This design comes from an exercise in tuning for small area, a short achievable clock period and few clock cycles on the open sky130 flow, not from production work.
Only simulation tests tie the RTL to the original design; equivalence was not proved.
No activity file was given, so power comes from the tool's default toggle rates.

===== flow/flow/run.sh =====
#!/bin/bash
# Standard ORFS layout with: plain buf_1 cells as the port buffers,
# resizing free to change cell footprints, a clock tree of clkbuf_8 without
# dummy loads, and after placement the rdy_in input buffer split so that
# the gates of instr_valid and ls_done have it to themselves (fix_rdy.tcl).
# Each tool's output goes to a log of its own here; ORFS keeps each step's
# log under orfs/logs/.
set -euo pipefail
ARGS=('BUFFER_PORTS_ARGS=-buffer_cell sky130_fd_sc_hd__buf_1' MATCH_CELL_FOOTPRINT=0
      'CTS_ARGS=-sink_clustering_enable -repair_clock_nets -dont_use_dummy_load -buf_list sky130_fd_sc_hd__clkbuf_8')
bash standard.sh "${ARGS[@]}" place > standard_place.log 2>&1
RES=$PWD/orfs/results/$FLOW_PLATFORM/mem_subsys/base openroad -no_init -exit flow/fix_rdy.tcl > fix_rdy.log 2>&1
bash standard.sh "${ARGS[@]}" finish > standard.log 2>&1

===== flow/flow/fix_rdy.tcl =====
# Post-placement touch-up of the rdy_in input: rdy_in gates instr_valid and
# ls_done directly (input to output), and also fans out to every register's
# enable. Give the AND gates of those two outputs the port's input buffer to
# themselves, sized up, and put every other load behind one more buffer.
# Also let one tie cell drive all the constant outputs.
set res $::env(RES)
read_liberty $::env(FLOW_HOME)/platforms/sky130hd/lib/sky130_fd_sc_hd__tt_025C_1v80.lib
read_db $res/3_place.odb
read_sdc $res/3_place.sdc
source $::env(FLOW_HOME)/platforms/sky130hd/setRC.tcl
set block [ord::get_db_block]

proc driver_of {net} {
  foreach it [$net getITerms] { if {[$it isOutputSignal]} { return $it } }
  return ""
}
proc is_buf {inst} { return [string match "sky130_fd_sc_hd__*buf_*" [[$inst getMaster] getName]] }

# the port's input buffer
set ibuf ""
foreach it [[$block findNet rdy_in] getITerms] { set ibuf [$it getInst] }
if {$ibuf eq "" || ![is_buf $ibuf]} { puts "fix_rdy: no input buffer on rdy_in"; exit 0 }
set root [[$ibuf findITerm X] getNet]

# nets of the buffer tree below the input buffer, and the buffers in it
set tree [list $root]
set bufs {}
set i 0
while {$i < [llength $tree]} {
  set n [lindex $tree $i]
  incr i
  foreach it [$n getITerms] {
    if {[$it isInputSignal] && [is_buf [$it getInst]]} {
      lappend bufs [$it getInst]
      lappend tree [[[$it getInst] findITerm X] getNet]
    }
  }
}
puts "fix_rdy: [llength $bufs] buffers below [$ibuf getName]"

# the gates that drive the output buffers of instr_valid and ls_done
set crit {}
foreach port {instr_valid ls_done} {
  set obuf [[driver_of [$block findNet $port]] getInst]
  set g [[driver_of [[$obuf findITerm A] getNet]] getInst]
  foreach it [$g getITerms] {
    if {[$it isInputSignal] && [lsearch -exact $tree [$it getNet]] >= 0} { lappend crit $it }
  }
}
if {[llength $crit] != 2} { puts "fix_rdy: found [llength $crit] gate pins, leaving it"; exit 0 }

# flatten the tree onto the input buffer, then split the non-critical loads off
if {[llength $bufs]} { remove_buffers [lmap b $bufs {$b getName}] }
set root [[$ibuf findITerm X] getNet]
replace_cell [$ibuf getName] sky130_fd_sc_hd__buf_4
set others {}
foreach it [$root getITerms] {
  if {[$it isInputSignal] && [lsearch -exact $crit $it] < 0} {
    lappend others "[[$it getInst] getName]/[[$it getMTerm] getName]"
  }
}
puts "fix_rdy: [llength $crit] critical loads, [llength $others] others"
set loc [[$ibuf getBBox] xMin]
insert_buffer -buffer_cell sky130_fd_sc_hd__buf_4 -net [$root getName] -load_pins [get_pins $others] -buffer_name rdy_tree

# Constant outputs: the floorplan gave each of them a tie cell of its own;
# one tie cell drives them all (far below its maximum load).
set keep ""
set merged 0
foreach inst [$block getInsts] {
  if {[[$inst getMaster] getName] ne "sky130_fd_sc_hd__conb_1"} { continue }
  set lo [$inst findITerm LO]
  set hi [$inst findITerm HI]
  if {[$hi getNet] ne "NULL" || [$lo getNet] eq "NULL"} { continue }
  set n [$lo getNet]
  # only nets that feed output ports and nothing else
  if {[llength [$n getITerms]] != 1 || [llength [$n getBTerms]] == 0} { continue }
  if {$keep eq ""} { set keep $n; continue }
  foreach bt [$n getBTerms] { $bt disconnect; $bt connect $keep }
  odb::dbInst_destroy $inst
  odb::dbNet_destroy $n
  incr merged
}
puts "fix_rdy: merged $merged tie cells"

detailed_placement
check_placement
write_db $res/3_place.odb

===== flow/standard.sh =====
#!/bin/bash
# synth_recipe.tcl (not shown) runs the flow's synth.tcl, then flattens the netlist and writes it again
# the make line also repeats each setting of config.mk as NAME=value (left out here)
make -C /OpenROAD-flow-scripts/flow DESIGN_CONFIG=/design/flow/config.mk WORK_HOME=/design/flow/orfs CLKGATE_MAP_FILE= SYNTH_SCRIPT=/design/flow/synth_recipe.tcl "${@:-finish}"

===== flow/config.mk =====
export PLATFORM = sky130hd
export DESIGN_NAME = mem_subsys
export DESIGN_NICKNAME = mem_subsys
export VERILOG_FILES = /design/flow/design.v
export SDC_FILE = /design/flow/constraint.sdc
export NUM_CORES = 4
export LEC_CHECK = 0
export CAP_MARGIN = 20
export CORE_MARGIN = 2
export CORE_UTILIZATION = 40
export PLACE_DENSITY = 0.42
export SETUP_SLACK_MARGIN = 3.85
export SLEW_MARGIN = 20

===== flow/constraint.sdc =====
create_clock -name core_clock -period 7.0 [get_ports {clk_in}]
set_input_delay 1.4000 -clock core_clock [delete_from_list [all_inputs] [get_ports {clk_in}]]
set_output_delay 1.4000 -clock core_clock [all_outputs]
set_load 0.01 [all_outputs]

===== flow/design.v =====
package mem_subsys_pkg;
  localparam int ADDR_W = 32;
  localparam int DATA_W = 32;
  localparam int BYTE_W = 8;
  typedef enum logic [1:0] {
    LEN_BYTE = 2'd0,
    LEN_HALF = 2'd1,
    LEN_WORD = 2'd2
  } mem_len_t;
  localparam logic [1:0] IO_SEL = 2'b11;
  localparam int unsigned MEM_BYTES = 131072;
endpackage
`timescale 1ns/100ps
module mem_subsys #(
  parameter int ICACHE_INDEX_BITS = 6
) (
  input  logic                                clk_in,
  input  logic                                reset,
  input  logic                                rdy_in,
  input  logic                                flush,
  input  logic                                fetch,
  input  logic [mem_subsys_pkg::ADDR_W-1:0]   fetch_pc,
  output logic                                instr_valid,
  output logic [mem_subsys_pkg::DATA_W-1:0]   instr,
  input  logic                                ls_read,
  input  logic                                ls_write,
  input  logic [mem_subsys_pkg::ADDR_W-1:0]   ls_addr,
  input  logic [1:0]                          ls_len,
  input  logic [mem_subsys_pkg::DATA_W-1:0]   ls_wdata,
  output logic                                ls_done,
  output logic [mem_subsys_pkg::DATA_W-1:0]   ls_rdata,
  input  logic [mem_subsys_pkg::BYTE_W-1:0]   mem_din,
  output logic [mem_subsys_pkg::BYTE_W-1:0]   mem_dout,
  output logic [mem_subsys_pkg::ADDR_W-1:0]   mem_a,
  output logic                                mem_wr,
  input  logic                                io_buffer_full
);
  logic [17:2]  a_q;
  logic [1:0]   lo_q;
  logic         wr_q;
  logic [16:2]  pc_q;
  logic [31:0]  sh_q;
  logic         f_pend_q;
  logic         f0d_q;
  logic         op_f_q;
  logic         l_pend_q;
  logic         l_wr_q;
  logic [1:0]   l_len_q;
  logic         op_l_q;
  logic         spec_q;
  logic         c0_q;
  logic         ldf_q;
  logic         iv_q;
  logic         ld_q;
  logic         hit;
  logic         f3;
  logic         f_job;
  logic [1:0]   f_k;
  logic [1:0]   l_mask;
  logic         l_last;
  logic         l_bus;
  logic [17:2]  a_d;
  logic [1:0]   lo_d;
  logic         wr_d;
  logic         op_f_d;
  logic         op_l_d;
  logic         spec_d;
  logic         f0d_d;
  logic         ld_d;
  assign ld_d = op_l_q && l_last;
  logic [1:0]   n_mask;
  logic         n_wr;
  logic         go;
  logic         shift_en;
  logic         lose_b0;
  assign hit = spec_q && (fetch_pc[16:2] == a_q[16:2]);
  assign f3  = op_f_q && (lo_q == 2'd3);
  always_comb begin
    if (fetch) begin
      f_job = 1'b1;
      f_k   = {1'b0, hit};
    end else if (flush) begin
      f_job = 1'b0;
      f_k   = {1'b0, f0d_q};
    end else if (op_f_q) begin
      f_job = (lo_q != 2'd3);
      f_k   = lo_q + 2'd1;
    end else begin
      f_job = f_pend_q;
      f_k   = {1'b0, f0d_q};
    end
  end
  assign l_mask = {l_len_q[1], l_len_q[1] | l_len_q[0]};
  assign l_last = l_wr_q ? ((lo_q & l_mask) == l_mask) : ((lo_q & l_mask) == 2'd0);
  assign l_bus  = ls_read || ls_write || (l_pend_q && !(op_l_q && l_last));
  assign n_mask = {ls_len[1], ls_len[1] | ls_len[0]};
  always_comb begin
    a_d    = a_q;
    lo_d   = lo_q;
    wr_d   = 1'b0;
    op_f_d = 1'b0;
    op_l_d = 1'b0;
    spec_d = 1'b0;
    f0d_d  = (f_k != 2'd0) && !lose_b0;
    n_wr   = l_wr_q;
    go     = 1'b1;
    if (l_bus) begin
      if (ls_read || ls_write) begin
        a_d  = ls_addr[17:2];
        lo_d = ls_write ? ls_addr[1:0] : (ls_addr[1:0] | n_mask);
        n_wr = ls_write;
      end else if (op_l_q) begin
        lo_d = l_wr_q ? lo_q + 2'd1 : lo_q - 2'd1;
      end
      go     = !(n_wr && a_d[17] && io_buffer_full);
      op_l_d = go;
      wr_d   = n_wr && go;
    end else if (f_job && (!fetch || hit)) begin
      a_d    = fetch ? a_q : {1'b0, pc_q};
      lo_d   = f_k;
      op_f_d = 1'b1;
    end else if (f3) begin
      a_d    = {1'b0, pc_q + 15'd1};
      lo_d   = 2'd0;
      spec_d = 1'b1;
    end else begin
      spec_d = spec_q;
    end
  end
  assign lose_b0 = ls_write && (c0_q || (ls_addr[17] && io_buffer_full));
  assign shift_en = (!(l_pend_q && l_wr_q) || wr_q) && !ldf_q;
  always_ff @(posedge clk_in) begin
    if (reset) begin
      wr_q     <= 1'b0;
      f_pend_q <= 1'b0;
      op_f_q   <= 1'b0;
      l_pend_q <= 1'b0;
      op_l_q   <= 1'b0;
      spec_q   <= 1'b0;
      iv_q     <= 1'b0;
      ld_q     <= 1'b0;
    end else if (rdy_in) begin
      wr_q     <= wr_d;
      f_pend_q <= f_job;
      op_f_q   <= op_f_d;
      l_pend_q <= l_bus;
      op_l_q   <= op_l_d;
      spec_q   <= spec_d;
      iv_q     <= f3 && !flush;
      ld_q     <= ld_d;
    end
  end
  always_ff @(posedge clk_in) begin
    if (rdy_in) begin
      a_q   <= a_d;
      lo_q  <= lo_d;
      f0d_q <= f0d_d;
      ldf_q <= ls_read;
      c0_q  <= spec_q || (op_f_q && lo_q == 2'd0);
      if (fetch) pc_q <= fetch_pc[16:2];
      if (ls_read || ls_write) begin
        l_wr_q  <= ls_write;
        l_len_q <= ls_len;
      end
      if (ls_write) sh_q[7:0] <= ls_wdata[31:24];
      else if (c0_q && !(l_pend_q && l_wr_q && !wr_q)) sh_q[7:0] <= mem_din;
      if (ls_read || ls_write)
        sh_q[31:8] <= ls_write ? {ls_wdata[23:16], ls_wdata[15:8], ls_wdata[7:0]} : 24'd0;
      else if (shift_en)
        sh_q[31:8] <= {(l_pend_q && l_wr_q) ? sh_q[7:0] : mem_din, sh_q[31:16]};
    end
  end
  assign mem_a    = {14'd0, a_q, lo_q};
  assign mem_wr   = wr_q;
  assign mem_dout = sh_q[15:8];
  assign instr_valid = iv_q && rdy_in;
  assign instr       = {mem_din, sh_q[31:16], sh_q[7:0]};
  assign ls_done  = ld_q && rdy_in;
  assign ls_rdata = {sh_q[15:8], sh_q[23:16], sh_q[31:24], mem_din};
endmodule

==> flow_metrics.py <==
metrics = {
    "yosys": {
        "post_synth_most_frequent_cells": "sky130_fd_sc_hd__nand2_1 (75), sky130_fd_sc_hd__edfxtp_1 (71), sky130_fd_sc_hd__buf_4 (54), sky130_fd_sc_hd__o21ai_0 (28), sky130_fd_sc_hd__xor2_1 (28)",
        "compound_gate_portion_of_the_synthesized_area": 0.0966,
        "mean_instance_size_in_the_synthesized_netlist_um2": 10.4,
        "largest_family_of_logic_cells_by_synthesized_area": "simple AND/OR/NAND/NOR gates",
        "synth_area_leader_cell": "sky130_fd_sc_hd__edfxtp_1",
        "mappedNetlistArea_um2": 4350,
        "synthSimpleGateAreaFrac": 0.145,
        "synth_xor_xnor_area_share": 0.0604,
        "yosys_warnings": 1,
        "yosysSeqAreaShare": 0.527,
        "share_of_synthesized_flip_flops_with_an_asynchronous_set_or_reset": 0,
        "synthTopCellsByArea": "sky130_fd_sc_hd__edfxtp_1 (49%), sky130_fd_sc_hd__buf_4 (9.3%), sky130_fd_sc_hd__nand2_1 (6.5%), sky130_fd_sc_hd__xor2_1 (5.6%), sky130_fd_sc_hd__dfxtp_1 (3.7%)",
        "synth_most_common_cell": "sky130_fd_sc_hd__nand2_1",
        "synthesis.instances": 418,
        "yosys-mux-area-fraction": 0.0437,
        "synthDominantCellAreaShare": 0.490,
        "synthAdderAreaFrac": 0.00863,
        "synthDistinctLibCells": 45,
        "synth_flop_cell": "sky130_fd_sc_hd__edfxtp_1",
        "synth_edf_count": 71,
        "synth.ff_latch_count": 79,
    },
    "detailed_routing": {
        "drt-total-wl_um": 11000,
        "drtIter0Drc": 142,
        "drt-pass1-iter-count": 4,
        "via_per_inst": 4.91,
        "drc_errors": 0,
        "antenna_left": 0,
        "avgRoutedWirePerCell_um": 16.2,
        "vias_after_detailed_routing": 3322,
    },
    "setup_path": {
        "timing.critical_path.to_type": "output port",
        "crit_path_max_fanout": 3,
        "reg2reg_to": "a_q[16]",
        "critical_path_class": "in2out",
        "worst-r2r-cell-count": 7,
        "critPathRequiredTime_ns": 5.60,
        "worstSetupStartpointType": "primary input",
        "data_arrival_critical_path_ns": 1.73,
        "rrSetupSlack_ns": 4.46,
        "worst_r2r_startpoint": "lo_q[0]",
    },
    "sta": {
        "final_period_minus_worst_setup_slack_ns": 3.13,
        "worst_clock_skew_ns": 0.0122,
        "drv_slew": 0,
        "layout_worst_path_cycle_share": 0.448,
        "max_slew_margin": 0.274,
        "final_hold_viol_count": 0,
        "finalSetupTns_ns": 0,
        "max_freq_mhz": 319,
        "unrepaired_setup_endpoints_after_global_routing": "false",
        "tightestPinTransition_ns": 1.08,
        "setup-violations-final": 0,
    },
    "die": {
        "placeableCoreArea_um2": 10700,
        "placement_rows": 38,
        "die_footprint_um2": 11700,
        "die_w_um": 108,
        "num_io_pins": 221,
        "fp.dieH_um": 108,
        "initial_utilization": 0.405,
    },
    "pwr": {
        "power.density_cell_area_nw_per_um2": 203,
        "worst_ir_drop_vdd_uv": 93.3,
        "leakage_nw": 1.80,
    },
    "placement": {
        "portBuffers": 175,
        "place_congestion": 0.816,
        "detailed_place_hpwl_um": 7700,
        "dpl_cell_area_um2": 4770,
    },
    "layout": {
        "final.fill_count": 1093,
        "antennaDiodeCount": 0,
        "fin_util": 0.463,
        "layout.cell_area.non_filler_um2": 4970,
        "layout-drive-gt1-share": 0.0950,
        "num-nets-final": 656,
        "synthToLayoutAreaGrowth_pct": 14.2,
    },
    "clock_tree": {
        "clkSinkCount": 79,
        "cts_root_cell": "sky130_fd_sc_hd__clkbuf_8",
        "numCtsBuffers": 9,
        "cts.path.max_buffers": 2,
        "worstSkewPairLatency_ns": 0.34,
        "htree_levels": 3,
        "cts.reportedPaths.clkPinSlew_ns": 0.08,
        "cts_tree": "built",
    },
    "min_path": {
        "worst_hold_path.endpoint": "f_pend_q",
        "min_path_type": "reg2reg",
        "worstHoldPathCells": 2,
        "hold_sp": "f_pend_q",
    },
    "grt": {
        "grt_overall_usage": 0.188,
        "grt-ovfl-total": 0,
        "largest_net_degree_at_the_start_of_global_routing": 38,
        "grt_pass1_vias": 3093,
        "grt_first_pass_wirelength_um": 16300,
        "antenna_found_initial": 0,
    },
    "job": {
        "cap_violations": 0,
    },
    "outcome": {
        "status": "no timing/DRC/antenna violations",
    },
}
[registers in the layout, summed over array words and instances, names as in the netlist, 2 cells and up]
register  count
l_len_q       2
sh_q         32
a_q          16
lo_q          2
pc_q         15
[report_power, final]
| group | internal (W) | leakage, nW | switching, W | total, W |
|---|---|---|---|---|
| registers | 0.000554 | 0.754 | 0.0000235 | 0.000577 |
| clock network | 0.000115 | 0.0647 | 0.000147 | 0.000262 |
| logic | 0.0000622 | 0.977 | 0.000107 | 0.000169 |
| total | 0.000731 | 1.80 | 0.000277 | 0.00101 |
[cells in the final DEF (no fill, tap or decap), drive strengths merged, types with 2 or more instances in the layout]
master and count:
a21o 4, a21oi 17, and2 3, and3 4
buf 178, clkbuf 14, dfxtp 8, edfxtp 71
ha 3, inv 5, mux2 8, mux2i 10
nand2 76, nand3 13, nand4 5, nand4b 2
nor2 15, nor3 3, nor4 4, o21a 2
o21ai 46, or2 2, xnor2 2, xor2 28
[cells by family (layout without fill, tap and decap cells)]
logic type      count (synthesis)  in the layout
flops                          79             79
compound gates                 76             76
simple gates                  132            132
buf+inv                        79            198
other cells                     1              1
xor+xnor                       30             30
mux                            18             18
fa+ha+maj                       3              3
[critical path, cell delays in order]
cell                     delay [ns]
sky130_fd_sc_hd__buf_8         0.10
sky130_fd_sc_hd__and2_4        0.12
sky130_fd_sc_hd__buf_6         0.11
[layout make-up]
| cell class | count | area, um2 | area share |
|---|---|---|---|
| repair buffers | 183 | 764 | 0.154 |
| well taps | 140 | 175 | 0.0352 |
| inverters | 6 | 26.3 | 0.00529 |
| multi-input cells | 260 | 1590 | 0.320 |
| flip-flops and latches | 79 | 2290 | 0.461 |
| clock buffers | 9 | 124 | 0.0249 |
[layer usage]
metal  vias up  global-route usage  wire length [um]
met4         0              0.0659               140
met3        14              0.0524               913
met5         -                   0                 0
met1      1532               0.251              4800
met2       137               0.295              5140
li1       1639                   -                 -
[worst max-delay path by stage]
| stage | depth (start not counted) | slack, ns | start | to |
|---|---|---|---|---|
| 6_report | 3 | 3.87 | rdy_in | ls_done |
| 5_1_grt | 2 | 3.86 | mem_din[5] | ls_rdata[5] |
| 4_1_cts | 3 | 3.85 | rdy_in | instr_valid |
| 3_5_place_dp | 3 | 2.76 | ls_write | sh_q[4] |
| 3_3_place_gp | 5 | 2.75 | ls_write | lo_q[0] |
| 2_1_floorplan | 2 | 3.87 | rdy_in | instr_valid |
[timing repair]
action | 4_1_cts | 5_1_grt
gates resized for setup | 13 | 10
hold buffers | 0 | 0
cloned | 0 | 0
endpoints found under the hold margin | 0 | 0
setup buffers | 1 | 4
pin swaps | 1 | 2
endpoints found under the setup margin | 47 | 24
[per-stage QoR]
step           power (W)  std cells  setup slack (ns)  hold WS [ns]
6_report         0.00101        677              3.87         0.456
3_5_place_dp    0.000752        675              2.76         0.446
4_1_cts          0.00102        673              3.85         0.457
2_1_floorplan   0.000705        431              3.87         0.432
3_3_place_gp    0.000752        675              2.75         0.444
5_1_grt          0.00106        677              3.86         0.498
Testbench counts, summed over its fixed seeds: cycles 127,406.

==> re-timing with driven ports <==
How much do the figures lean on ideal ports? The routed layout below was timed once more, with nothing changed but the port constraints. Step 1: set_driving_cell puts a clkbuf_16 on clk_in and a buf_2 on each other input, an assumption about the parent block. Step 2 also shifts input and output timing later by t, the mid clock arrival at the registers, as if the neighbouring blocks saw the same clock. Slacks: ideal / step 1 / step 2; pairs: ideal / step 1.
t (ns): 0.370
setup WS [ns]: 3.866 / 3.826 / 3.660
slew at the worst register clock pin (ns): 0.08 / 0.08
After both steps setup and hold are still met in this run. For this run, drivers alone change the setup slack by -0.040 ns; drivers and shift together by -0.206 ns.
